This is an optimization exercise on Yosys and OpenROAD, whose aim is small area, not a production implementation. Only simulation tests tie the RTL to the original design; equivalence was not proved.

==> flow/design.v (outline; a module is shown in full before it is edited, if it fits) <==
// module mm_dot4: 1333 lines
// module mm_fa: 7 lines
// module mm_aoi22: 6 lines
// module mm_ha: 7 lines
// module mm_top: 162 lines
module mm_top (
    input  logic         clk_buf,
    input  logic         sys_reset,
    input  logic         cmd_valid,
    input  logic [(4 * 8)-1:0] cmd_word,
    output logic         cmd_credit,
    output logic         res_valid,
    output mm_data_pkg::mm_acc_t      res_data,
    input  logic         res_credit,
    output logic         busy,
    output logic         done
);
  // ...
==> flow/flow/run.sh <==
#!/bin/bash
# Layout flow: the standard flow (standard.sh) with these changes:
#  - synthesis maps the combinational logic with an area-only ABC script
#    (flow/abc_area_only.script) instead of ORFS's delay-biased one; the
#    rest of the synthesis script, registers included, is the standard flow's own
#  - port buffers are the smallest buffer, sky130_fd_sc_hd__buf_1
#  - clock tree settings (CTS_ARGS below)
# Every tool's output goes to the ORFS logs under orfs/logs; make's own
# output goes to flow.log here.
set -euo pipefail
HERE=$(pwd)

# Synthesis script: synth_recipe.tcl with the ABC call redirected
{
  head -n 1 synth_recipe.tcl
  cat <<EOT
proc abc {args} {
  set i [lsearch -exact \$args -script]
  if {\$i >= 0} { lset args [expr {\$i + 1}] $HERE/flow/abc_area_only.script }
  puts "abc (area-only script): \$args"
  yosys abc {*}\$args
}
EOT
  tail -n +2 synth_recipe.tcl
} > my_synth.tcl

sed "s#SYNTH_SCRIPT=[^ ]*synth_recipe.tcl#SYNTH_SCRIPT=$HERE/my_synth.tcl#" standard.sh > my_standard.sh
grep -q "SYNTH_SCRIPT=$HERE/my_synth.tcl" my_standard.sh

export BUFFER_PORTS_ARGS="-buffer_cell sky130_fd_sc_hd__buf_1"
# Clock tree: 8x and 16x clock buffers, clusters of up to 20 flops, no dummy loads
export CTS_ARGS="-sink_clustering_enable -repair_clock_nets -sink_clustering_size 20 -sink_clustering_max_diameter 80 -buf_list {sky130_fd_sc_hd__clkbuf_8 sky130_fd_sc_hd__clkbuf_16} -dont_use_dummy_load"
bash my_standard.sh > flow.log 2>&1
==> flow/flow/abc_area_only.script <==
strash
dch
map -a
==> flow/standard.sh <==
#!/bin/bash
# synth_recipe.tcl (not shown) runs the flow's synth.tcl, then flattens the netlist and writes it again
# the make line also repeats each setting of config.mk as NAME=value (left out here)
make -C /OpenROAD-flow-scripts/flow DESIGN_CONFIG=/design/flow/config.mk WORK_HOME=/design/flow/orfs CLKGATE_MAP_FILE= SYNTH_SCRIPT=/design/flow/synth_recipe.tcl "${@:-finish}"
==> flow/config.mk <==
export PLATFORM = sky130hd
export DESIGN_NAME = mm_top
export DESIGN_NICKNAME = mm_top
export VERILOG_FILES = /design/flow/design.v
export SDC_FILE = /design/flow/constraint.sdc
export NUM_CORES = 4
export LEC_CHECK = 0
export ABC_AREA = 1
export CAP_MARGIN = 10
export CORE_MARGIN = 2
export CORE_UTILIZATION = 80
export CTS_BUF_LIST = sky130_fd_sc_hd__clkbuf_8 sky130_fd_sc_hd__clkbuf_16
export CTS_CLUSTER_DIAMETER = 80
export CTS_CLUSTER_SIZE = 20
export SLEW_MARGIN = 10
export SYNTH_HIERARCHICAL = 1
export SYNTH_MINIMUM_KEEP_SIZE = 0
==> flow/constraint.sdc <==
create_clock -name core_clock -period 11.0 [get_ports {clk_buf}]
set_input_delay 2.2000 -clock core_clock [delete_from_list [all_inputs] [get_ports {clk_buf}]]
set_output_delay 2.2000 -clock core_clock [all_outputs]
set_load 0.01 [all_outputs]
==> summary.txt, run 1 <==
Critical path
  • CP max FO: 18
  • CP Cell Sequence: o21ai_0 > nor2_1 > a22oi_1 > nand2_1 > clkinv_1 > nor2_1 > fa_1 > fa_1 > fa_1 > fa_1 > fa_1 > fa_1 > fa_1 > fa_1 > fa_1 > fa_1 > ha_1 > fa_1 > fa_1 > fa_1 > fa_1 > fa_1 > fa_1 > fa_1
  • Reg-to-reg startpoint: ph
  • R2R depth: 24
  • WP buf/inv: 1

Routing
  • Number of vias per cell: 7.03

Floorplan
  • Die W: ~150 um
  • Site row count: between 50 and 60
  • Tapcell Cnt: 275

Clock network
  • CTS resizes: 0
  • Num CTS Buffers: 22
  • CTS root buffer: clkbuf_16
  • Clk sink count: between 300 and 400
  • CTS Hold Bufs: 0

STA
  • Slew Limit Fails: 0
  • Clock skew: just under 0.08 ns
  • Slack of the critical path: between 0.7 and 0.8 ns
  • RSZ-0062 raised after global routing: false

GRT
  • Largest net degree at the start of global routing: ~70
  • Antenna violations before repair: 0
  • Gr ovfl total: 0
  • First-pass GRT wire length: ~80000 um

Synth
  • Post-Synthesis Cells: approximately 1500
  • Synth Flop Type: dfxtp_1
  • Most numerous cell in the Yosys netlist: nor2_1

Cells and area
  • Sequential share of cell area: 0.404
  • Clock-cell share: 0.0299
  • Most common cell after layout, fill and taps aside: nor2_1
  • Dominant class by area: multi-input combinational cells
  • Signal buf overhead: 0.0181
  • Share of cells above drive strength 1: 0.0753
  • Inverter count: around 110

Status
  • Status: no timing/DRC/antenna violations

Placed design
  • Dpl cell area: about 18000 um2

Min path
  • Hold Crit Class: reg -> reg
==> run 2, diff against run 1 <==
--- a/flow/flow/run.sh
+++ b/flow/flow/run.sh
@@ -30,4 +30,4 @@
 export BUFFER_PORTS_ARGS="-buffer_cell sky130_fd_sc_hd__buf_1"
-# Clock tree: 8x and 16x clock buffers, clusters of up to 20 flops, no dummy loads
-export CTS_ARGS="-sink_clustering_enable -repair_clock_nets -sink_clustering_size 20 -sink_clustering_max_diameter 80 -buf_list {sky130_fd_sc_hd__clkbuf_8 sky130_fd_sc_hd__clkbuf_16} -dont_use_dummy_load"
+# Clock tree: 8x clock buffers only, clusters of up to 14 flops, no dummy loads
+export CTS_ARGS="-sink_clustering_enable -repair_clock_nets -sink_clustering_size 14 -sink_clustering_max_diameter 60 -buf_list sky130_fd_sc_hd__clkbuf_8 -dont_use_dummy_load"
 bash my_standard.sh > flow.log 2>&1
--- a/flow/config.mk
+++ b/flow/config.mk
@@ -10,3 +10,3 @@
 export CORE_MARGIN = 2
-export CORE_UTILIZATION = 80
+export CORE_UTILIZATION = 88
 export CTS_BUF_LIST = sky130_fd_sc_hd__clkbuf_8 sky130_fd_sc_hd__clkbuf_16
@@ -14,2 +14,3 @@
 export CTS_CLUSTER_SIZE = 20
+export PLACE_DENSITY = 0.9
 export SLEW_MARGIN = 10
==> run 2 against run 1 <==
  * The flow now stops in global routing
  * Synthesized cell count did not move
  * Area after synthesis is the same
==> summary.txt, run 2 <==
Synth
  • EDFF count, synth: 40 (unchanged)
  • Syn Area/Cell: 11.3 um2 (unchanged)
  • Synth Flop Type: dfxtp_1 (unchanged)
  • Yosys top cell area share: 0.318 (unchanged)
  • Warnings, synthesis: 22 (unchanged)
  • Most numerous cell in the Yosys netlist: nor2_1 (unchanged)
  • Synth Area in Adders: 0.287 (unchanged)
  • Mapped Area: 17300 um2 (unchanged)
  • Simple-Gate Fraction of Synth Area: 0.103 (unchanged)
  • Portion of netlist area occupied by mux cells: 0.0455 (unchanged)
  • Main area contributors after synthesis: dfxtp_1 (32%), fa_1 (28%), edfxtp_1 (7.0%) (unchanged)
  • Asr flop ratio synth: 0.0872 (unchanged)
  • Post-Synthesis Cells: 1533 (unchanged)
  • Flops & latches, synth: 344 (unchanged)
  • Most frequent cells after synthesis: nor2_1 (296), dfxtp_1 (274), fa_1 (239) (unchanged)
  • Post-synthesis sequential area ratio: 0.431 (unchanged)
  • Mapped Nets: 1822 (unchanged)
  • Post-synth top area cell: dfxtp_1 (unchanged)
  • Cell variety after synth: 26 (unchanged)
  • XOR/XNOR Fraction of Synth Area: 0.00558 (unchanged)
  • Complex-gate fraction of the synthesized area: 0.0968 (unchanged)
  • Main combinational cell family by area after synthesis: adder cells (unchanged)

Clock network
  • CTS Buffer Depth: 3 (unchanged)
  • # Post-CTS Setup Buffers: 0 (unchanged)
  • Clk sink count: 344 (unchanged)
  • Htree depth: 1 (unchanged)
  • CTS root buffer: clkbuf_8 (was clkbuf_16)
  • Num CTS Buffers: 30 (was 22)
  • CTS Hold Bufs: 0 (unchanged)
  • CTS resizes: 0 (unchanged)

GRT
  • Gr ovfl total: 87
  • First-pass GRT wire length: ~110000 um
  • Total Routing Usage GR: 0.713
  • Largest net degree at the start of global routing: 71
  • Vias in the first global route: approximately 18000

Floorplan
  • Die Height: 144 um (was 151 um)
  • Initial core utilization: 0.893 (was 0.818)
  • Ports: 72 (unchanged)
  • Die W: 144 um (was 151 um)
  • Site row count: 51 (was 53)

Status
  • Status: stopped before the end (was no timing/DRC/antenna violations)
  • Last stage: global routing
  • First Err: [ERROR GRT-0116] Global routing finished with congestion. Check the congestion regions in the DRC Viewer.

Placed design
  • PortBufs: 71 (unchanged)
  • Placer Congestion: 1.06 (was 0.990)
  • HPWL Detailed: 39000 um (was 36900 um)
  • DP Worst Slack: 0.811 ns (was 0.983 ns)
[run 2: cell counts after synthesis]
Identical to the previous run, type by type.
[run 2: cell families after synthesis]
group / count (synthesis)
flip-flops: 344
adder cells (fa/ha/maj): 253
AND/OR/NAND/NOR: 470
multiplexers: 70
AO/OA/AOI/OAI: 260
XOR/XNOR: 11
buffers and inverters: 125
[run 2: stage by stage]
stage / hold slack (ns) / area (um2) / cells
floorplan: 0.332 / 17300 / 1533
global placement: 0.333 / 17900 / 1864
detailed placement: 0.337 / 17900 / 1864
CTS: 0.310 / 18300 / 1894
[run 2: worst min path at each step]
stage,start,end,slack [ns],depth (start not counted)
floorplan,a_p0[1][16],a_p1[1][0],0.33,0
detailed placement,b_p0[0][23],b_p1[0][23],0.34,0
CTS,a_p0[0][12],a_p1[0][28],0.31,0
global placement,b_p0[1][11],b_p1[1][11],0.33,0
[run 2: metal layers]
layer | global-route usage | overflow
met1 | 0.719 | 2
met2 | 0.908 | 54
met3 | 0.521 | 1
met4 | 0.720 | 30
met5 | 0.123 | 0
[run 2: per-module statistics from Yosys (local to each module, per instance)]
module    flip-flops and latches  copies in the design  cells inside  cell area (um2)
mm_aoi22                       0                   128             1             7.51
mm_top                       326                     1           713             9420
mm_dot4                       18                     1           445             2000
mm_fa                          0                   238             1             20.0
mm_ha                          0                     9             1             12.5
==> run 3, diff against run 2 <==
--- a/flow/config.mk
+++ b/flow/config.mk
@@ -10,3 +10,3 @@
 export CORE_MARGIN = 2
-export CORE_UTILIZATION = 88
+export CORE_UTILIZATION = 80
 export CTS_BUF_LIST = sky130_fd_sc_hd__clkbuf_8 sky130_fd_sc_hd__clkbuf_16
@@ -14,3 +14,2 @@
 export CTS_CLUSTER_SIZE = 20
-export PLACE_DENSITY = 0.9
 export SLEW_MARGIN = 10
==> run 3 against run 2 <==
  * Now clean on timing, DRC and antenna
  * Area after synthesis unchanged
  * Synthesized cell count is the same
==> summary.txt, run 3 <==
Cells and area
  • P&R area growth vs syn: 6.11%
  • Share of cells above drive strength 1: 0.0798
  • Most frequent cells in the layout: nor2_1 (287), dfxtp_1 (274), fa_1 (239)
  • Most common cell after layout, fill and taps aside: nor2_1
  • Final Non-Filler Cells: 1906
  • Fillers: 1002
  • Nets@finish: between 1500 and 2000

Floorplan
  • Ports: 72 (unchanged)
  • Initial core utilization: 0.818 (was 0.893)
  • Site row count: 53 (was 51)
  • Core Area: approximately 21000 um2
  • Die W: 151 um (was 144 um)
  • Die area: approximately 23000 um2
  • Die Height: 151 um (was 144 um)

Routing
  • Routed WL: 49400 um
  • Via count: ~13000
  • First-pass detailed-route iteration total: 7
  • Drt wl/cell: 25.9 um
  • Post-DRT Antenna Nets: 0
  • Iter 0 DRT Violations: about 1700
  • Number of vias per cell: about 7
  • DRC viols: 0

STA
  • RSZ-0062 raised after global routing: false
  • Clock skew: around 0.13 ns
  • Fmax: approximately 99 MHz
  • Slew Limit Fails: 0
  • Final period utilization: 0.920
  • Min Tclk post-route: between 10 and 15 ns
  • Worst slew pin tran: approximately 1.1 ns
  • TNS Setup: 0 ns
  • Final setup fails: 0
  • Max-slew headroom: 0.268
  • Hold Vio Cnt, Final: 0

Placed design
  • HPWL Detailed: 36900 um (was 39000 um)
  • PortBufs: 71 (unchanged)
  • Placed cells: 1874 (was 1864)
  • Placer Congestion: 0.990 (was 1.06)

Clock network
  • Num CTS Buffers: 30 (unchanged)
  • Clock transition at path regs: 0.09 ns
  • Clk sink count: 344 (unchanged)
  • CTS Buffer Depth: 3 (unchanged)
  • CTS Hold Bufs: 0 (unchanged)
  • CTS root buffer: clkbuf_8 (unchanged)
  • CTS resizes: 0 (unchanged)
  • Latest clock arrival within the worst-skew pair: roughly 0.64 ns
  • # Post-CTS Setup Buffers: 0 (unchanged)
  • CTS tree: yes
  • Htree depth: 1 (unchanged)

Synth
  • Post-synth top area cell: dfxtp_1 (unchanged)
  • Post-synthesis sequential area ratio: 0.431 (unchanged)
  • Cell variety after synth: 26 (unchanged)
  • Synth Flop Type: dfxtp_1 (unchanged)
  • EDFF count, synth: 40 (unchanged)
  • Asr flop ratio synth: 0.0872 (unchanged)
  • Flops & latches, synth: 344 (unchanged)
  • Post-Synthesis Cells: 1533 (unchanged)
  • Most frequent cells after synthesis: nor2_1 (296), dfxtp_1 (274), fa_1 (239) (unchanged)
  • Warnings, synthesis: 22 (unchanged)
  • Most numerous cell in the Yosys netlist: nor2_1 (unchanged)
  • Yosys top cell area share: 0.318 (unchanged)
  • Syn Area/Cell: 11.3 um2 (unchanged)
  • Main area contributors after synthesis: dfxtp_1 (32%), fa_1 (28%), edfxtp_1 (7.0%) (unchanged)
  • Mapped Nets: 1822 (unchanged)
  • Mapped Area: 17300 um2 (unchanged)

Critical path
  • Worst reg2reg setup slack: between 0.8 and 0.9 ns
  • Crit path max-delay cell type: nor2_1
  • CP endpoint: u_dot.q[16]
  • Cell family with most CP delay: adder cells
  • Crit path DAT: 10.64 ns
  • Levels on crit path: 24
  • Critical path launch point type: register
  • R2R depth: 24
  • Crit path capture type: register
  • Reg-to-reg startpoint: ph
  • Most Frequent Cell on Critical Path: fa_1
  • Crit path from: ph
  • Worst path max stage delay: just under 0.8 ns
  • CP Class: reg -> reg
  • Reg2reg end: u_dot.q[16]
  • CP Cell Sequence: o21ai_0 > nor2_1 > a22oi_1 > nand2_1 > clkinv_1 > nor2_1 > fa_1 > fa_1 > fa_1 > fa_1 > fa_1 > fa_1 > fa_1 > fa_1 > fa_1 > fa_1 > ha_1 > fa_1 > fa_1 > fa_1 > fa_1 > fa_1 > fa_1 > fa_1
  • WP buf/inv: 1
  • CP max FO: 18
  • Critical Path RT: 11.52 ns

Run
  • Max capacitance violation total: 0

GRT
  • Gr ovfl total: 0
  • Total Routing Usage GR: 0.453
  • Vias in the first global route: between 10000 and 15000
  • First-pass GRT wire length: roughly 76000 um
  • Largest net degree at the start of global routing: approximately 70
  • Antenna violations before repair: 1

Status
  • Status: no timing/DRC/antenna violations (was stopped before the end)

Min path
  • Hold Crit Class: reg -> reg
run 3: cell counts after synthesis:
No cell type changed its count.
run 3: stage by stage:
| stage | cell area, um2 | hold slack (ns) | setup WS, ns | utilization |
|---|---|---|---|---|
| 2_1_floorplan | 17300 | 0.332 | 1.56 | - |
| 6_report | 18300 | 0.293 | 0.875 | 0.868 |
| 4_1_cts | 18300 | 0.315 | 0.992 | 0.867 |
| 3_3_place_gp | 17900 | 0.333 | 1.13 | 0.847 |
| 3_5_place_dp | 17900 | 0.335 | 0.983 | 0.847 |
| 5_1_grt | 18300 | 0.305 | 0.523 | 0.868 |
run 3: cell families (layout without fill, tap and decap cells):
kind of cell               count (synthesis)  in the layout  share of synthesized area
muxes                                     70             70                     0.0455
DFF                                      344            344                      0.431
adders and majority gates                253            253                      0.287
buffers and inverters                    125            222                     0.0302
other                                      0              1                          0
and+or+nand+nor                          470            470                      0.103
xor gates and xnor gates                  11             11                    0.00558
AOI/OAI and AO/OA                        260            260                     0.0968
run 3: cell type report:
| class | count | area, um2 | area share |
|---|---|---|---|
| well taps | 275 | 344 | 0.0188 |
| diodes | 1 | 2.50 | 0.000137 |
| multi-input cells | 1064 | 9330 | 0.510 |
| inverters | 111 | 417 | 0.0228 |
| repair buffers | 81 | 362 | 0.0197 |
| clock buffers | 30 | 413 | 0.0225 |
| flip-flops and latches | 344 | 7440 | 0.406 |
run 3: how the worst min path moves through the flow:
stage	from	end	slack (ns)	cells past startpoint
after floorplan	a_p0[1][16]	a_p1[1][0]	0.33	0
after global placement	b_p0[1][22]	b_p1[1][22]	0.33	0
after detailed placement	b_p0[1][29]	b_p1[1][29]	0.34	0
after CTS	b_p0[0][3]	b_p1[0][3]	0.32	0
after global routing	b_p0[1][19]	b_p1[1][19]	0.31	0
final	b_p0[1][19]	b_p1[1][19]	0.29	0
run 3: per-module statistics from Yosys, one instance, submodules excluded:
module	times used	area (um2)	cells inside	flip-flops and latches
mm_aoi22	128	7.51	1	0
mm_dot4	1	2000	445	18
mm_fa	238	20.0	1	0
mm_ha	9	12.5	1	0
mm_top	1	9420	713	326
run 3: routing by layer:
layer	wire, um	GRT usage	vias up
met3	5240	0.110	367
met5	0	0	-
li1	-	-	5251
met1	16400	0.537	6321
met4	4370	0.320	0
met2	23500	0.733	1112
run 3: worst register-to-register path, cell delays in order, from the launching register on:
cell and delay (ns):
dfrtp_1 0.64, o21ai_0 0.30, nor2_1 0.77, a22oi_1 0.20, nand2_1 0.19, clkinv_1 0.30
nor2_1 0.24, fa_1 0.47, fa_1 0.51, fa_1 0.43, fa_1 0.51, fa_1 0.40
fa_1 0.43, fa_1 0.41, fa_1 0.39, fa_1 0.40, fa_1 0.44, ha_1 0.21
fa_1 0.38, fa_1 0.38, fa_1 0.38, fa_1 0.39, fa_1 0.40, fa_1 0.40
fa_1 0.43
==> run 4, diff against run 3 <==
--- a/flow/flow/run.sh
+++ b/flow/flow/run.sh
@@ -30,4 +30,4 @@
 export BUFFER_PORTS_ARGS="-buffer_cell sky130_fd_sc_hd__buf_1"
-# Clock tree: 8x clock buffers only, clusters of up to 14 flops, no dummy loads
-export CTS_ARGS="-sink_clustering_enable -repair_clock_nets -sink_clustering_size 14 -sink_clustering_max_diameter 60 -buf_list sky130_fd_sc_hd__clkbuf_8 -dont_use_dummy_load"
+# Clock tree: 8x clock buffers only, clusters of up to 17 flops, no dummy loads
+export CTS_ARGS="-sink_clustering_enable -repair_clock_nets -sink_clustering_size 17 -sink_clustering_max_diameter 60 -buf_list sky130_fd_sc_hd__clkbuf_8 -dont_use_dummy_load"
 bash my_standard.sh > flow.log 2>&1
--- a/flow/config.mk
+++ b/flow/config.mk
@@ -8,3 +8,3 @@
 export ABC_AREA = 1
-export CAP_MARGIN = 10
+export CAP_MARGIN = 0
 export CORE_MARGIN = 2
@@ -14,3 +14,3 @@
 export CTS_CLUSTER_SIZE = 20
-export SLEW_MARGIN = 10
+export SLEW_MARGIN = 0
 export SYNTH_HIERARCHICAL = 1
==> run 4 against run 3 <==
  * Still clean on timing, DRC and antenna
  * Setup slack got worse by 0.13 ns
  * Die area unchanged
  * Design area is 0.46% lower
  * First-iteration DRC count grew 2.7%
  * Hold slack better by 0.039 ns
  * Sequential cell count did not move
  * Cell count down 0.31%
  * Critical path type unchanged
  * Largest cell class unchanged
  * Highest routed layer unchanged
==> summary.txt, run 4 <==
Status
  • Status: no timing/DRC/antenna violations (unchanged)

STA
  • Clock skew: 0.0962 ns (was 0.127 ns)
  • RSZ-0062 raised after global routing: false (unchanged)
  • Final period utilization: 0.932 (was 0.920)
  • Slew Limit Fails: 0 (unchanged)
  • Min Tclk post-route: 10.25 ns (was 10.13 ns)
  • Fmax: 97.5 MHz (was 98.8 MHz)
  • Hold Vio Cnt, Final: 0 (unchanged)
  • Slack of the critical path: 0.745 ns (was 0.875 ns)
  • Min Hold Slack: 0.332 ns (was 0.293 ns)
  • TNS Setup: 0 ns (unchanged)
  • Max-slew headroom: 0.263 (was 0.268)
  • Worst slew pin tran: 1.10 ns (about the same)
  • Final setup fails: 0 (unchanged)

Cells and area
  • Final Non-Filler Cells: 1900 (was 1906)
  • Most frequent cells in the layout: nor2_1 (287), dfxtp_1 (274), fa_1 (239) (unchanged)
  • Most common cell after layout, fill and taps aside: nor2_1 (unchanged)
  • P&R area growth vs syn: 5.62% (was 6.11%)
  • Antenna cells: 0 (was 1)
  • Final instance area: 18200 um2 (was 18300 um2)
  • Nets@finish: 1916 (was 1921)
  • Share of cells above drive strength 1: 0.0769 (was 0.0798)
  • Fillers: 1027 (was 1002)

Synth
  • Most numerous cell in the Yosys netlist: nor2_1 (unchanged)
  • Yosys top cell area share: 0.318 (unchanged)
  • Post-synth top area cell: dfxtp_1 (unchanged)
  • Main area contributors after synthesis: dfxtp_1 (32%), fa_1 (28%), edfxtp_1 (7.0%) (unchanged)
  • Most frequent cells after synthesis: nor2_1 (296), dfxtp_1 (274), fa_1 (239) (unchanged)
  • Flops & latches, synth: 344 (unchanged)
  • Warnings, synthesis: 22 (unchanged)
  • Post-synthesis sequential area ratio: 0.431 (unchanged)
  • Cell variety after synth: 26 (unchanged)
  • Mapped Nets: 1822 (unchanged)
  • Synth Flop Type: dfxtp_1 (unchanged)
  • Syn Area/Cell: 11.3 um2 (unchanged)
  • Mapped Area: 17300 um2 (unchanged)
  • EDFF count, synth: 40 (unchanged)
  • Post-Synthesis Cells: 1533 (unchanged)
  • Asr flop ratio synth: 0.0872 (unchanged)

Placed design
  • Placer Congestion: 0.990 (unchanged)
  • Dpl cell area: 17900 um2 (unchanged)
  • DP Worst Slack: 0.983 ns (unchanged)
  • Placed cells: 1874 (unchanged)
  • PortBufs: 71 (unchanged)
  • HPWL Detailed: 36900 um (unchanged)

Clock network
  • Clk sink count: 344 (unchanged)
  • CTS Hold Bufs: 0 (unchanged)
  • Num CTS Buffers: 26 (was 30)
  • # Post-CTS Setup Buffers: 0 (unchanged)
  • Htree depth: 1 (unchanged)
  • CTS root buffer: clkbuf_8 (unchanged)
  • CTS resizes: 0 (unchanged)
  • Clock transition at path regs: 0.10 ns (was 0.09 ns)
  • CTS tree: yes (unchanged)
  • Latest clock arrival within the worst-skew pair: 0.61 ns (was 0.64 ns)
  • CTS Buffer Depth: 3 (unchanged)

Critical path
  • Critical path launch point type: register (unchanged)
  • Crit path DAT: 10.75 ns (was 10.64 ns)
  • CP Class: reg -> reg (unchanged)
  • Reg-to-reg startpoint: ph (unchanged)
  • Crit path capture type: register (unchanged)
  • Most Frequent Cell on Critical Path: fa_1 (unchanged)
  • CP max FO: 18 (unchanged)
  • CP Cell Sequence: o21ai_0 > nor2_1 > a22oi_1 > nand2_1 > clkinv_1 > nor2_1 > fa_1 > fa_1 > fa_1 > fa_1 > fa_1 > fa_1 > fa_1 > fa_1 > fa_1 > fa_1 > ha_1 > fa_1 > fa_1 > fa_1 > fa_1 > fa_1 > fa_1 > fa_1 (unchanged)
  • Crit path max-delay cell type: nor2_1 (unchanged)
  • Reg2reg end: u_dot.q[16] (unchanged)
  • Worst reg2reg setup slack: 0.75 ns (was 0.87 ns)
  • R2R depth: 24 (unchanged)
  • Critical Path RT: 11.50 ns (was 11.52 ns)
  • Worst path max stage delay: 0.80 ns (was 0.77 ns)

GRT
  • Total Routing Usage GR: 0.458 (was 0.453)
  • Vias in the first global route: 14300 (was 14100)
  • Antenna violations before repair: 0 (was 1)
  • First-pass GRT wire length: 76700 um (was 75800 um)
  • Largest net degree at the start of global routing: 71 (unchanged)
  • Gr ovfl total: 0 (unchanged)

Routing
  • Post-DRT Antenna Nets: 0 (unchanged)
  • Routed WL: 49800 um (was 49400 um)
  • First-pass detailed-route iteration total: 6 (was 7)
  • Drt wl/cell: 26.2 um (was 25.9 um)
  • Number of vias per cell: 6.94 (was 6.85)
  • Iter 0 DRT Violations: 1772 (was 1726)
  • DRC viols: 0 (unchanged)
  • Via count: 13200 (was 13100)

Min path
  • Hold Crit Class: reg -> reg (unchanged)
  • Worst Hold End: a_p1[0][27] (was b_p1[1][19])
  • Hold-critical path depth: 0 (unchanged)
  • Worst hold start: a_p0[0][11] (was b_p0[1][19])

Floorplan
  • Core Area: 21100 um2 (unchanged)
  • Ports: 72 (unchanged)
  • Initial core utilization: 0.818 (unchanged)
  • Site row count: 53 (unchanged)
  • Die Height: 151 um (unchanged)
  • Die area: 22800 um2 (unchanged)
  • Die W: 151 um (unchanged)

Run
  • Max capacitance violation total: 0 (unchanged)
## run 4: cell counts after synthesis
No cell type changed its count.
## run 4: Yosys stat by module, one instance, submodules excluded
module | flip-flops and latches | cells inside
mm_fa | 0 | 1
mm_dot4 | 18 | 445
mm_ha | 0 | 1
mm_top | 326 | 713
mm_aoi22 | 0 | 1
## run 4: worst max-delay path by stage
stage	start	to	slack [ns]	depth (start not counted)
5_1_grt	ph	u_dot.q[16]	0.51	24
2_1_floorplan	cnt[1]	u_dot.q[16]	1.56	24
6_report	ph	u_dot.q[16]	0.75	24
3_5_place_dp	ph	u_dot.q[16]	0.98	24
4_1_cts	ph	u_dot.q[16]	0.91	24
3_3_place_gp	ph	u_dot.q[16]	1.13	24
## run 4: area by class of cell
cell class              count  area [um2]  share of cell area
inverters                 111         417              0.0229
multi-input cells        1064        9330               0.512
flip-flops and latches    344        7440               0.408
clock buffers              26         358              0.0196
repair buffers             80         334              0.0183
well taps                 275         344              0.0189
## run 4: cells by family after synthesis
logic type | count (synthesis) | share of synthesized area
adder cells (fa/ha/maj) | 253 | 0.287
multiplexers | 70 | 0.0455
AO/OA/AOI/OAI | 260 | 0.0968
buffers and inverters | 125 | 0.0302
flip-flops | 344 | 0.431
AND/OR/NAND/NOR | 470 | 0.103
XOR/XNOR | 11 | 0.00558
## run 4: stage by stage
stage	utilization
finish	0.864
global route	0.864
CTS	0.864
detailed placement	0.847
global placement	0.847
floorplan	-
## run 4: worst max-delay path, delay by kind of cell (launching register included)
kind	cells	cell delay, ns
adders and majority gates	18	7.37
AOI/OAI and AO/OA	2	0.57
and+or+nand+nor	3	1.23
buffers and inverters	1	0.30
DFF	1	0.68
## run 4: metal layers
layer / global-route usage / vias to the layer above / wire [um]
met5: 0 / - / 0
met4: 0.329 / 0 / 4890
met3: 0.0925 / 394 / 5610
met2: 0.746 / 1179 / 23300
met1: 0.549 / 6356 / 16000
li1: - / 5257 / -
==> run 5, diff against run 4 <==
--- a/flow/config.mk
+++ b/flow/config.mk
@@ -8,3 +8,3 @@
 export ABC_AREA = 1
-export CAP_MARGIN = 0
+export CAP_MARGIN = 10
 export CORE_MARGIN = 2
@@ -14,3 +14,3 @@
 export CTS_CLUSTER_SIZE = 20
-export SLEW_MARGIN = 0
+export SLEW_MARGIN = 10
 export SYNTH_HIERARCHICAL = 1
==> run 5 against run 4 <==
  * Still clean
  * Core utilization stayed put
  * First-iteration DRC count unchanged
  * Non-clock buffer count unchanged
  * Synthesized cell count did not move
  * Critical path type unchanged
==> summary.txt, run 5 <==
Floorplan
  • Initial core utilization: 0.818 (unchanged)
  • Die area: 22800 um2 (unchanged)
  • Ports: 72 (unchanged)
  • Core Area: 21100 um2 (unchanged)
  • Site row count: 53 (unchanged)
  • Die W: 151 um (unchanged)
  • Die Height: 151 um (unchanged)

STA
  • Worst slew pin tran: 1.10 ns (about the same)
  • Clock skew: 0.0957 ns (was 0.0962 ns)
  • Hold Vio Cnt, Final: 0 (unchanged)
  • RSZ-0062 raised after global routing: false (unchanged)
  • Min Hold Slack: 0.335 ns (was 0.332 ns)
  • Fmax: 97.5 MHz (about the same)
  • TNS Setup: 0 ns (unchanged)
  • Final period utilization: 0.932 (about the same)
  • Min Tclk post-route: 10.25 ns (about the same)
  • Final setup fails: 0 (unchanged)
  • Slew Limit Fails: 0 (unchanged)
  • Slack of the critical path: 0.746 ns (was 0.745 ns)
  • Max-slew headroom: 0.264 (was 0.263)

Clock network
  • Htree depth: 1 (unchanged)
  • CTS root buffer: clkbuf_8 (unchanged)
  • # Post-CTS Setup Buffers: 0 (unchanged)
  • Num CTS Buffers: 26 (unchanged)
  • CTS resizes: 0 (unchanged)
  • CTS Hold Bufs: 0 (unchanged)
  • CTS tree: yes (unchanged)
  • Latest clock arrival within the worst-skew pair: 0.61 ns (about the same)
  • Clock transition at path regs: 0.10 ns (about the same)
  • CTS Buffer Depth: 3 (unchanged)
  • Clk sink count: 344 (unchanged)

Routing
  • Via count: 13200 (unchanged)
  • Routed WL: 49700 um (was 49800 um)
  • Drt wl/cell: 26.2 um (about the same)
  • Iter 0 DRT Violations: 1772 (unchanged)
  • Number of vias per cell: 6.94 (unchanged)
  • DRC viols: 0 (unchanged)
  • Post-DRT Antenna Nets: 0 (unchanged)
  • First-pass detailed-route iteration total: 6 (unchanged)

Synth
  • Asr flop ratio synth: 0.0872 (unchanged)
  • EDFF count, synth: 40 (unchanged)
  • Mapped Nets: 1822 (unchanged)
  • Cell variety after synth: 26 (unchanged)
  • Post-Synthesis Cells: 1533 (unchanged)
  • Synth Flop Type: dfxtp_1 (unchanged)
  • Main area contributors after synthesis: dfxtp_1 (32%), fa_1 (28%), edfxtp_1 (7.0%) (unchanged)
  • Flops & latches, synth: 344 (unchanged)
  • Warnings, synthesis: 22 (unchanged)
  • Syn Area/Cell: 11.3 um2 (unchanged)
  • Post-synthesis sequential area ratio: 0.431 (unchanged)
  • Most frequent cells after synthesis: nor2_1 (296), dfxtp_1 (274), fa_1 (239) (unchanged)
  • Most numerous cell in the Yosys netlist: nor2_1 (unchanged)
  • Mapped Area: 17300 um2 (unchanged)
  • Yosys top cell area share: 0.318 (unchanged)
  • Post-synth top area cell: dfxtp_1 (unchanged)

Min path
  • Hold Crit Class: reg -> reg (unchanged)
  • Hold-critical path depth: 0 (unchanged)
  • Worst Hold End: a_p1[0][27] (unchanged)
  • Worst hold start: a_p0[0][11] (unchanged)

Placed design
  • DP Worst Slack: 0.983 ns (unchanged)
  • PortBufs: 71 (unchanged)
  • HPWL Detailed: 36900 um (unchanged)
  • Placer Congestion: 0.990 (unchanged)
  • Dpl cell area: 17900 um2 (unchanged)

Critical path
  • Reg-to-reg startpoint: ph (unchanged)
  • CP Class: reg -> reg (unchanged)
  • Worst reg2reg setup slack: 0.75 ns (about the same)
  • R2R depth: 24 (unchanged)
  • CP max FO: 18 (unchanged)
  • Crit path DAT: 10.75 ns (about the same)
  • Critical Path RT: 11.49 ns (was 11.50 ns)
  • Critical path launch point type: register (unchanged)
  • Reg2reg end: u_dot.q[16] (unchanged)
  • Crit path capture type: register (unchanged)

Cells and area
  • Antenna cells: 0 (unchanged)
  • Most frequent cells in the layout: nor2_1 (287), dfxtp_1 (274), fa_1 (239) (unchanged)
  • Nets@finish: 1916 (unchanged)
  • Share of cells above drive strength 1: 0.0775 (was 0.0769)
  • Final instance area: 18200 um2 (unchanged)
  • Fillers: 1027 (unchanged)
  • Most common cell after layout, fill and taps aside: nor2_1 (unchanged)
  • P&R area growth vs syn: 5.62% (unchanged)

GRT
  • Total Routing Usage GR: 0.458 (unchanged)
  • Largest net degree at the start of global routing: 71 (unchanged)
  • Antenna violations before repair: 0 (unchanged)
  • Vias in the first global route: 14300 (unchanged)
  • Gr ovfl total: 0 (unchanged)
  • First-pass GRT wire length: 76700 um (unchanged)

Status
  • Status: no timing/DRC/antenna violations (unchanged)

Run
  • Max capacitance violation total: 0 (unchanged)
run 5: cell families (layout without fill, tap and decap cells):
logic type               count (synthesis)  after routing  share of synthesized area
buffers and inverters                  125            217                     0.0302
multiplexers                            70             70                     0.0455
AO/OA/AOI/OAI                          260            260                     0.0968
AND/OR/NAND/NOR                        470            470                      0.103
XOR/XNOR                                11             11                    0.00558
adder cells (fa/ha/maj)                253            253                      0.287
flip-flops                             344            344                      0.431
run 5: stage by stage:
stage	utilization	cells
finish	0.864	1900
global route	0.864	1900
CTS	0.864	1900
detailed placement	0.847	1874
global placement	0.847	1874
floorplan	-	1533
run 5: cell type report:
type                            instances  area, um2  share of cell area
Multi-Input combinational cell       1064       9330               0.512
Tap cell                              275        344              0.0189
Inverter                              111        417              0.0229
Sequential cell                       344       7440               0.408
Timing Repair Buffer                   80        334              0.0183
Clock buffer                           26        358              0.0196
run 5: metal layers:
layer / global-route usage / routed length, um / up-vias / share of wire
li1: - / - / 5253 / -
met2: 0.746 / 23300 / 1177 / 0.47
met4: 0.329 / 4900 / 0 / 0.098
met5: 0 / 0 / - / 0
met1: 0.549 / 16000 / 6360 / 0.32
met3: 0.0925 / 5610 / 396 / 0.11
run 5: worst max-delay path by stage:
| stage | start | end | cells past startpoint |
|---|---|---|---|
| global route | ph | u_dot.q[16] | 24 |
| detailed placement | ph | u_dot.q[16] | 24 |
| floorplan | cnt[1] | u_dot.q[16] | 24 |
| CTS | ph | u_dot.q[16] | 24 |
| finish | ph | u_dot.q[16] | 24 |
| global placement | ph | u_dot.q[16] | 24 |
run 5: modules after synthesis (local to each module, per instance):
| module | flip-flops and latches | cells inside | cell area, um2 |
|---|---|---|---|
| mm_ha | 0 | 1 | 12.5 |
| mm_top | 326 | 713 | 9420 |
| mm_aoi22 | 0 | 1 | 7.51 |
| mm_dot4 | 18 | 445 | 2000 |
| mm_fa | 0 | 1 | 20.0 |
run 5: worst max-delay path: stages, from the launching register on:
cell      delay, ns
dfrtp_1        0.68
o21ai_0        0.33
nor2_1         0.79
a22oi_1        0.24
nand2_1        0.19
clkinv_1       0.30
nor2_1         0.24
fa_1           0.47
fa_1           0.51
fa_1           0.43
fa_1           0.51
fa_1           0.41
fa_1           0.43
fa_1           0.41
fa_1           0.39
fa_1           0.40
fa_1           0.44
ha_1           0.21
fa_1           0.38
fa_1           0.38
fa_1           0.38
fa_1           0.40
fa_1           0.40
fa_1           0.39
fa_1           0.43
==> run 6, diff against run 5 <==
--- a/flow/config.mk
+++ b/flow/config.mk
@@ -10,3 +10,3 @@
 export CORE_MARGIN = 2
-export CORE_UTILIZATION = 80
+export CORE_UTILIZATION = 70
 export CTS_BUF_LIST = sky130_fd_sc_hd__clkbuf_8 sky130_fd_sc_hd__clkbuf_16
==> run 6 against run 5 <==
  * Register-to-register slack improved by 0.14 ns
  * Hold slack got worse by 0.046 ns
  * Critical path depth did not move
  * Clock-buffer cell count rose by 1
  * Sequential share of layout area fell by 0.17 points
  * Critical endpoint unchanged
  * Largest cell class unchanged
==> summary.txt, run 6 <==
Cells and area
  • Final instance area: 18300 um2 (was 18200 um2)
  • Most frequent cells in the layout: nor2_1 (287), dfxtp_1 (274), fa_1 (239) (unchanged)
  • Most common cell after layout, fill and taps aside: nor2_1 (unchanged)
  • Share of cells above drive strength 1: 0.0775 (about the same)
  • Final core utilization: 0.755 (was 0.864)
  • Antenna cells: 0 (unchanged)
  • Nets@finish: 1917 (was 1916)
  • P&R area growth vs syn: 6.05% (was 5.62%)

Critical path
  • CP Class: reg -> reg (unchanged)
  • R2R depth: 24 (unchanged)
  • Crit path max-delay cell type: nor2_1 (unchanged)
  • Crit path from: ph (unchanged)
  • Reg2reg end: u_dot.q[16] (unchanged)
  • Crit path DAT: 10.63 ns (was 10.75 ns)
  • Reg-to-reg startpoint: ph (unchanged)
  • Worst path max stage delay: 0.77 ns (was 0.79 ns)
  • Crit path capture type: register (unchanged)
  • CP max FO: 18 (unchanged)
  • CP endpoint: u_dot.q[16] (unchanged)
  • Critical path launch point type: register (unchanged)
  • Most Frequent Cell on Critical Path: fa_1 (unchanged)
  • Worst reg2reg setup slack: 0.89 ns (was 0.75 ns)
  • Critical Path RT: 11.52 ns (was 11.49 ns)
  • CP Cell Sequence: o21ai_0 > nor2_1 > a22oi_1 > nand2_1 > clkinv_1 > nor2_1 > fa_1 > fa_1 > fa_1 > fa_1 > fa_1 > fa_1 > fa_1 > fa_1 > fa_1 > fa_1 > ha_1 > fa_1 > fa_1 > fa_1 > fa_1 > fa_1 > fa_1 > fa_1 (unchanged)

Synth
  • Yosys top cell area share: 0.318 (unchanged)
  • Warnings, synthesis: 22 (unchanged)
  • EDFF count, synth: 40 (unchanged)
  • Cell variety after synth: 26 (unchanged)
  • Syn Area/Cell: 11.3 um2 (unchanged)
  • Asr flop ratio synth: 0.0872 (unchanged)
  • Synth Flop Type: dfxtp_1 (unchanged)
  • Mapped Area: 17300 um2 (unchanged)
  • Flops & latches, synth: 344 (unchanged)
  • Main area contributors after synthesis: dfxtp_1 (32%), fa_1 (28%), edfxtp_1 (7.0%) (unchanged)
  • Mapped Nets: 1822 (unchanged)
  • Post-synthesis sequential area ratio: 0.431 (unchanged)
  • Most numerous cell in the Yosys netlist: nor2_1 (unchanged)
  • Post-synth top area cell: dfxtp_1 (unchanged)
  • Most frequent cells after synthesis: nor2_1 (296), dfxtp_1 (274), fa_1 (239) (unchanged)
  • Post-Synthesis Cells: 1533 (unchanged)

Placed design
  • DP Worst Slack: 0.962 ns (was 0.983 ns)
  • PortBufs: 71 (unchanged)
  • Placer Congestion: 1.04 (was 0.990)
  • HPWL Detailed: 33600 um (was 36900 um)
  • Dpl cell area: 17900 um2 (about the same)

Routing
  • Number of vias per cell: 6.06 (was 6.94)
  • Iter 0 DRT Violations: 1207 (was 1772)
  • First-pass detailed-route iteration total: 5 (was 6)
  • Drt wl/cell: 21.9 um (was 26.2 um)
  • DRC viols: 0 (unchanged)
  • Via count: 11800 (was 13200)
  • Post-DRT Antenna Nets: 0 (unchanged)
  • Routed WL: 42800 um (was 49700 um)

GRT
  • Global Route met3 Usage: 0.0650 (was 0.0925)
  • Largest net degree at the start of global routing: 71 (unchanged)
  • GR peak layer: met2 (unchanged)
  • Vias in the first global route: 12600 (was 14300)
  • M1 GR Usage: 0.452 (was 0.549)
  • Total Routing Usage GR: 0.345 (was 0.458)
  • First-pass GRT wire length: 67900 um (was 76700 um)
  • Antenna violations before repair: 0 (unchanged)
  • GR Layer Usage met2: 0.556 (was 0.746)
  • Gr ovfl total: 0 (unchanged)

Clock network
  • Latest clock arrival within the worst-skew pair: 0.62 ns (was 0.61 ns)
  • # Post-CTS Setup Buffers: 0 (unchanged)
  • Clock transition at path regs: 0.11 ns (was 0.10 ns)
  • CTS resizes: 0 (unchanged)
  • CTS Buffer Depth: 3 (unchanged)
  • CTS tree: yes (unchanged)
  • Num CTS Buffers: 27 (was 26)
  • Clk sink count: 344 (unchanged)
  • CTS Hold Bufs: 0 (unchanged)
  • Htree depth: 1 (unchanged)
  • CTS root buffer: clkbuf_8 (unchanged)

Floorplan
  • Ports: 72 (unchanged)
  • Die Height: 161 um (was 151 um)
  • Site row count: 57 (was 53)
  • Core Area: 24200 um2 (was 21100 um2)
  • Die W: 161 um (was 151 um)
  • Die area: 25900 um2 (was 22800 um2)
  • Initial core utilization: 0.712 (was 0.818)

STA
  • Slew Limit Fails: 0 (unchanged)
  • Min Tclk post-route: 10.11 ns (was 10.25 ns)
  • Fmax: 98.9 MHz (was 97.5 MHz)
  • Final setup fails: 0 (unchanged)
  • Worst slew pin tran: 1.08 ns (was 1.10 ns)
  • TNS Setup: 0 ns (unchanged)
  • RSZ-0062 raised after global routing: false (unchanged)
  • Clock skew: 0.102 ns (was 0.0957 ns)
  • Max-slew headroom: 0.281 (was 0.264)
  • Final period utilization: 0.919 (was 0.932)
  • Hold Vio Cnt, Final: 0 (unchanged)
  • Slack of the critical path: 0.887 ns (was 0.746 ns)

Run
  • Max capacitance violation total: 0 (unchanged)

Status
  • Status: no timing/DRC/antenna violations (unchanged)

Min path
  • Hold Crit Class: reg -> reg (unchanged)
-- run 6: cells by family after synthesis --
kind of cell,share of synthesized area
AO/OA/AOI/OAI,0.0968
adder cells (fa/ha/maj),0.287
buffers and inverters,0.0302
flip-flops,0.431
XOR/XNOR,0.00558
AND/OR/NAND/NOR,0.103
multiplexers,0.0455
-- run 6: area by class of cell --
| cell class | count | area (um2) |
|---|---|---|
| repair buffers | 80 | 334 |
| fillers | 1714 | 5950 |
| well taps | 324 | 405 |
| flip-flops and latches | 344 | 7440 |
| multi-input cells | 1064 | 9330 |
| inverters | 111 | 417 |
| clock buffers | 27 | 372 |
-- run 6: critical path, delay by kind of cell, from the launching register on --
kind / cells / cell delay [ns]
AND/OR/NAND/NOR: 3 / 1.18
AO/OA/AOI/OAI: 2 / 0.51
flip-flops: 1 / 0.64
buffers and inverters: 1 / 0.28
adder cells (fa/ha/maj): 18 / 7.38
-- run 6: how the worst min path moves through the flow --
stage / to / start / cells after the start
after floorplan: a_p1[1][0] / a_p0[1][16] / 0
after CTS: a_p1[0][21] / a_p0[0][5] / 0
after global placement: b_p1[1][22] / b_p0[1][22] / 0
after global routing: a_p1[0][21] / a_p0[0][5] / 0
after detailed placement: a_p1[1][7] / a_p0[1][23] / 0
final: a_p1[0][21] / a_p0[0][5] / 0
-- run 6: metrics by stage --
stage | cells | hold WS (ns)
after floorplan | 1533 | 0.332
after global placement | 1923 | 0.334
after detailed placement | 1923 | 0.337
after CTS | 1950 | 0.287
after global routing | 1950 | 0.282
final | 1950 | 0.288
-- run 6: metal layers --
layer  routed length, um  vias up
li1                    -     5241
met1               16100     5796
met2               20300      613
met3                3520      159
met4                2820        0
met5                   0        -
-- run 6: modules after synthesis (local to each module, per instance) --
| module | copies in the design | cell area [um2] |
|---|---|---|
| mm_aoi22 | 128 | 7.51 |
| mm_dot4 | 1 | 2000 |
| mm_fa | 238 | 20.0 |
| mm_ha | 9 | 12.5 |
| mm_top | 1 | 9420 |
==> run 7, diff against run 6 <==
--- a/flow/flow/run.sh
+++ b/flow/flow/run.sh
@@ -30,4 +30,4 @@
 export BUFFER_PORTS_ARGS="-buffer_cell sky130_fd_sc_hd__buf_1"
-# Clock tree: 8x clock buffers only, clusters of up to 17 flops, no dummy loads
-export CTS_ARGS="-sink_clustering_enable -repair_clock_nets -sink_clustering_size 17 -sink_clustering_max_diameter 60 -buf_list sky130_fd_sc_hd__clkbuf_8 -dont_use_dummy_load"
+# Clock tree: 8x clock buffers only, clusters of up to 19 flops, no dummy loads
+export CTS_ARGS="-sink_clustering_enable -repair_clock_nets -sink_clustering_size 19 -sink_clustering_max_diameter 70 -buf_list sky130_fd_sc_hd__clkbuf_8 -dont_use_dummy_load"
 bash my_standard.sh > flow.log 2>&1
--- a/flow/config.mk
+++ b/flow/config.mk
@@ -10,3 +10,3 @@
 export CORE_MARGIN = 2
-export CORE_UTILIZATION = 70
+export CORE_UTILIZATION = 80
 export CTS_BUF_LIST = sky130_fd_sc_hd__clkbuf_8 sky130_fd_sc_hd__clkbuf_16
==> run 7 against run 6 <==
  * Still clean on timing, DRC and antenna
  * Fmax decreased by 1.7%
  * Setup slack worse by 0.17 ns
  * Hold slack better by 0.041 ns
  * Sequential share of layout area increased by 0.23 points
  * Non-clock buffer count unchanged
  * Routed wire length is 17% higher
  * Register-to-register slack got worse by 0.17 ns
  * Design area is 0.56% lower
  * Critical endpoint unchanged
==> summary.txt, run 7 <==
Synth
  • Mapped Nets: 1822 (unchanged)
  • Warnings, synthesis: 22 (unchanged)
  • Flops & latches, synth: 344 (unchanged)
  • Mapped Area: 17300 um2 (unchanged)
  • Cell variety after synth: 26 (unchanged)
  • Most frequent cells after synthesis: nor2_1 (296), dfxtp_1 (274), fa_1 (239) (unchanged)
  • EDFF count, synth: 40 (unchanged)
  • Post-synth top area cell: dfxtp_1 (unchanged)
  • Post-synthesis sequential area ratio: 0.431 (unchanged)
  • Post-Synthesis Cells: 1533 (unchanged)
  • Syn Area/Cell: 11.3 um2 (unchanged)
  • Most numerous cell in the Yosys netlist: nor2_1 (unchanged)
  • Asr flop ratio synth: 0.0872 (unchanged)
  • Yosys top cell area share: 0.318 (unchanged)
  • Main area contributors after synthesis: dfxtp_1 (32%), fa_1 (28%), edfxtp_1 (7.0%) (unchanged)
  • Synth Flop Type: dfxtp_1 (unchanged)

Routing
  • Iter 0 DRT Violations: 1579 (was 1207)
  • Routed WL: 50200 um (was 42800 um)
  • DRC viols: 0 (unchanged)
  • Via count: 13100 (was 11800)
  • Post-DRT Antenna Nets: 0 (unchanged)
  • First-pass detailed-route iteration total: 9 (was 5)
  • Number of vias per cell: 6.89 (was 6.06)
  • Drt wl/cell: 26.4 um (was 21.9 um)

Clock network
  • # Post-CTS Setup Buffers: 0 (unchanged)
  • Clk sink count: 344 (unchanged)
  • CTS Hold Bufs: 0 (unchanged)
  • CTS root buffer: clkbuf_8 (unchanged)
  • Latest clock arrival within the worst-skew pair: 0.61 ns (was 0.62 ns)
  • Htree depth: 1 (unchanged)
  • Num CTS Buffers: 24 (was 27)
  • CTS Buffer Depth: 3 (unchanged)
  • CTS resizes: 0 (unchanged)
  • Clock transition at path regs: 0.11 ns (about the same)
  • CTS tree: yes (unchanged)

Floorplan
  • Site row count: 53 (was 57)
  • Initial core utilization: 0.818 (was 0.712)
  • Die Height: 151 um (was 161 um)
  • Die W: 151 um (was 161 um)
  • Ports: 72 (unchanged)
  • Core Area: 21100 um2 (was 24200 um2)
  • Die area: 22800 um2 (was 25900 um2)

Placed design
  • Placed cells: 1874 (was 1923)
  • HPWL Detailed: 36900 um (was 33600 um)
  • Placer Congestion: 0.990 (was 1.04)
  • PortBufs: 71 (unchanged)

Cells and area
  • P&R area growth vs syn: 5.46% (was 6.05%)
  • Final Non-Filler Cells: 1898 (was 1950)
  • Share of cells above drive strength 1: 0.0764 (was 0.0775)
  • Nets@finish: 1914 (was 1917)
  • Fillers: 1036 (was 1714)
  • Antenna cells: 0 (unchanged)
  • Most common cell after layout, fill and taps aside: nor2_1 (unchanged)
  • Most frequent cells in the layout: nor2_1 (287), dfxtp_1 (274), fa_1 (239) (unchanged)

GRT
  • First-pass GRT wire length: 77400 um (was 67900 um)
  • Vias in the first global route: 14000 (was 12600)
  • Antenna violations before repair: 1 (was 0)
  • Total Routing Usage GR: 0.465 (was 0.345)
  • Largest net degree at the start of global routing: 71 (unchanged)
  • Gr ovfl total: 0 (unchanged)

STA
  • Min Tclk post-route: 10.29 ns (was 10.11 ns)
  • Final setup fails: 0 (unchanged)
  • TNS Setup: 0 ns (unchanged)
  • Final period utilization: 0.935 (was 0.919)
  • Clock skew: 0.107 ns (was 0.102 ns)
  • Max-slew headroom: 0.263 (was 0.281)
  • Fmax: 97.2 MHz (was 98.9 MHz)
  • RSZ-0062 raised after global routing: false (unchanged)
  • Slew Limit Fails: 0 (unchanged)
  • Hold Vio Cnt, Final: 0 (unchanged)
  • Worst slew pin tran: 1.10 ns (was 1.08 ns)

Min path
  • Hold Crit Class: reg -> reg (unchanged)
  • Worst Hold End: b_p1[1][19] (was a_p1[0][21])
  • Hold-critical path depth: 0 (unchanged)
  • Worst hold start: b_p0[1][19] (was a_p0[0][5])

Critical path
  • Reg-to-reg startpoint: ph (unchanged)
  • Reg2reg end: u_dot.q[16] (unchanged)
  • Crit path max-delay cell type: nor2_1 (unchanged)
  • Critical Path RT: 11.50 ns (was 11.52 ns)
  • CP Cell Sequence: o21ai_0 > nor2_1 > a22oi_1 > nand2_1 > clkinv_1 > nor2_1 > fa_1 > fa_1 > fa_1 > fa_1 > fa_1 > fa_1 > fa_1 > fa_1 > fa_1 > fa_1 > ha_1 > fa_1 > fa_1 > fa_1 > fa_1 > fa_1 > fa_1 > fa_1 (unchanged)
  • Critical path launch point type: register (unchanged)
  • Worst reg2reg setup slack: 0.71 ns (was 0.89 ns)
  • CP max FO: 18 (unchanged)
  • Crit path DAT: 10.79 ns (was 10.63 ns)
  • R2R depth: 24 (unchanged)
  • Worst path max stage delay: 0.84 ns (was 0.77 ns)
  • Crit path capture type: register (unchanged)
  • Most Frequent Cell on Critical Path: fa_1 (unchanged)
  • CP Class: reg -> reg (unchanged)

Run
  • Max capacitance violation total: 0 (unchanged)

Status
  • Status: no timing/DRC/antenna violations (unchanged)
==> run 7: cell counts after synthesis <==
Identical to the previous run, type by type.
==> run 7: worst max path at each step <==
| stage | end | slack (ns) | start | cells past startpoint |
|---|---|---|---|---|
| 6_report | u_dot.q[16] | 0.71 | ph | 24 |
| 5_1_grt | u_dot.q[16] | 0.49 | ph | 24 |
| 4_1_cts | u_dot.q[16] | 0.88 | ph | 24 |
| 3_5_place_dp | u_dot.q[16] | 0.98 | ph | 24 |
| 3_3_place_gp | u_dot.q[16] | 1.13 | ph | 24 |
| 2_1_floorplan | u_dot.q[16] | 1.56 | cnt[1] | 24 |
==> run 7: worst max-delay path: cells and delay by family, from the launching register on <==
kind,cells,cell delay (ns)
buffers and inverters,1,0.31
AO/OA/AOI/OAI,2,0.55
AND/OR/NAND/NOR,3,1.27
flip-flops,1,0.68
adder cells (fa/ha/maj),18,7.36
==> run 7: cell type report <==
| cell class | instances | area (um2) | area share |
|---|---|---|---|
| Inverter | 111 | 417 | 0.0229 |
| Multi-Input combinational cell | 1064 | 9330 | 0.513 |
| Clock buffer | 24 | 330 | 0.0182 |
| Sequential cell | 344 | 7440 | 0.409 |
| Tap cell | 275 | 344 | 0.0189 |
| Timing Repair Buffer | 80 | 334 | 0.0184 |
==> run 7: cell families (layout without fill, tap and decap cells) <==
family          Yosys count  count (layout)  synth area share
buf+inv                 125             215            0.0302
flops                   344             344             0.431
compound gates          260             260            0.0968
simple gates            470             470             0.103
xor+xnor                 11              11           0.00558
mux                      70              70            0.0455
fa+ha+maj               253             253             0.287
==> run 7: metrics by stage <==
step           area (um2)  utilization  hold WS (ns)  setup slack, ns
6_report            18200        0.863         0.330            0.712
4_1_cts             18200        0.863         0.345            0.878
3_3_place_gp        17900        0.847         0.333             1.13
2_1_floorplan       17300            -         0.332             1.56
3_5_place_dp        17900        0.847         0.335            0.983
5_1_grt             18200        0.863         0.344            0.486
==> run 7: per-layer routing <==
metal	up-vias	wire, um	track usage
li1	5232	-	-
met1	6314	16600	0.568
met2	1136	23200	0.739
met3	394	5560	0.113
met4	2	4830	0.317
met5	-	12	0
==> run 7: modules after synthesis, one instance, submodules excluded <==
module    area (um2)  cells
mm_fa           20.0      1
mm_top          9420    713
mm_dot4         2000    445
mm_aoi22        7.51      1
mm_ha           12.5      1

## afterwards: timing with drivers on the ports
No port has a modelled driver above. Below, the same layouts with a new extraction and two added sets of constraints.
Step 1 (the two cells are an assumption about what drives the block):
set clk [get_ports {clk_buf}]
set_driving_cell -lib_cell sky130_fd_sc_hd__clkbuf_16 $clk
set_driving_cell -lib_cell sky130_fd_sc_hd__buf_2 [delete_from_list [all_inputs] $clk]
Step 2 moves the port delays by t, midway between the first and last clock arrival at a register: inputs arrive t later, outputs are due t later. That takes back most of the time a late clock gives input paths.
Three values: no drivers, after step 1, after step 2; two values: the first two.
| run | t, ns | slack for setup (ns) | slew at the worst register clock pin (ns) | worst data-port slew with drivers (ns) | cell pins on the clock port's net |
|---|---|---|---|---|---|
| run 1 | 0.558 | 0.728 / 0.728 / 0.728 | 0.08 / 0.08 | 0.03 | 1 |
| run 3 | 0.620 | 0.875 / 0.875 / 0.875 | 0.09 / 0.09 | 0.04 | 1 |
| run 4 | 0.607 | 0.745 / 0.745 / 0.745 | 0.11 / 0.11 | 0.05 | 1 |
| run 5 | 0.607 | 0.746 / 0.746 / 0.746 | 0.11 / 0.11 | 0.05 | 1 |
| run 6 | 0.621 | 0.887 / 0.887 / 0.887 | 0.11 / 0.11 | 0.04 | 1 |
| run 7 | 0.602 | 0.712 / 0.712 / 0.712 | 0.12 / 0.12 | 0.03 | 1 |
After both steps setup and hold are still met in every run listed.
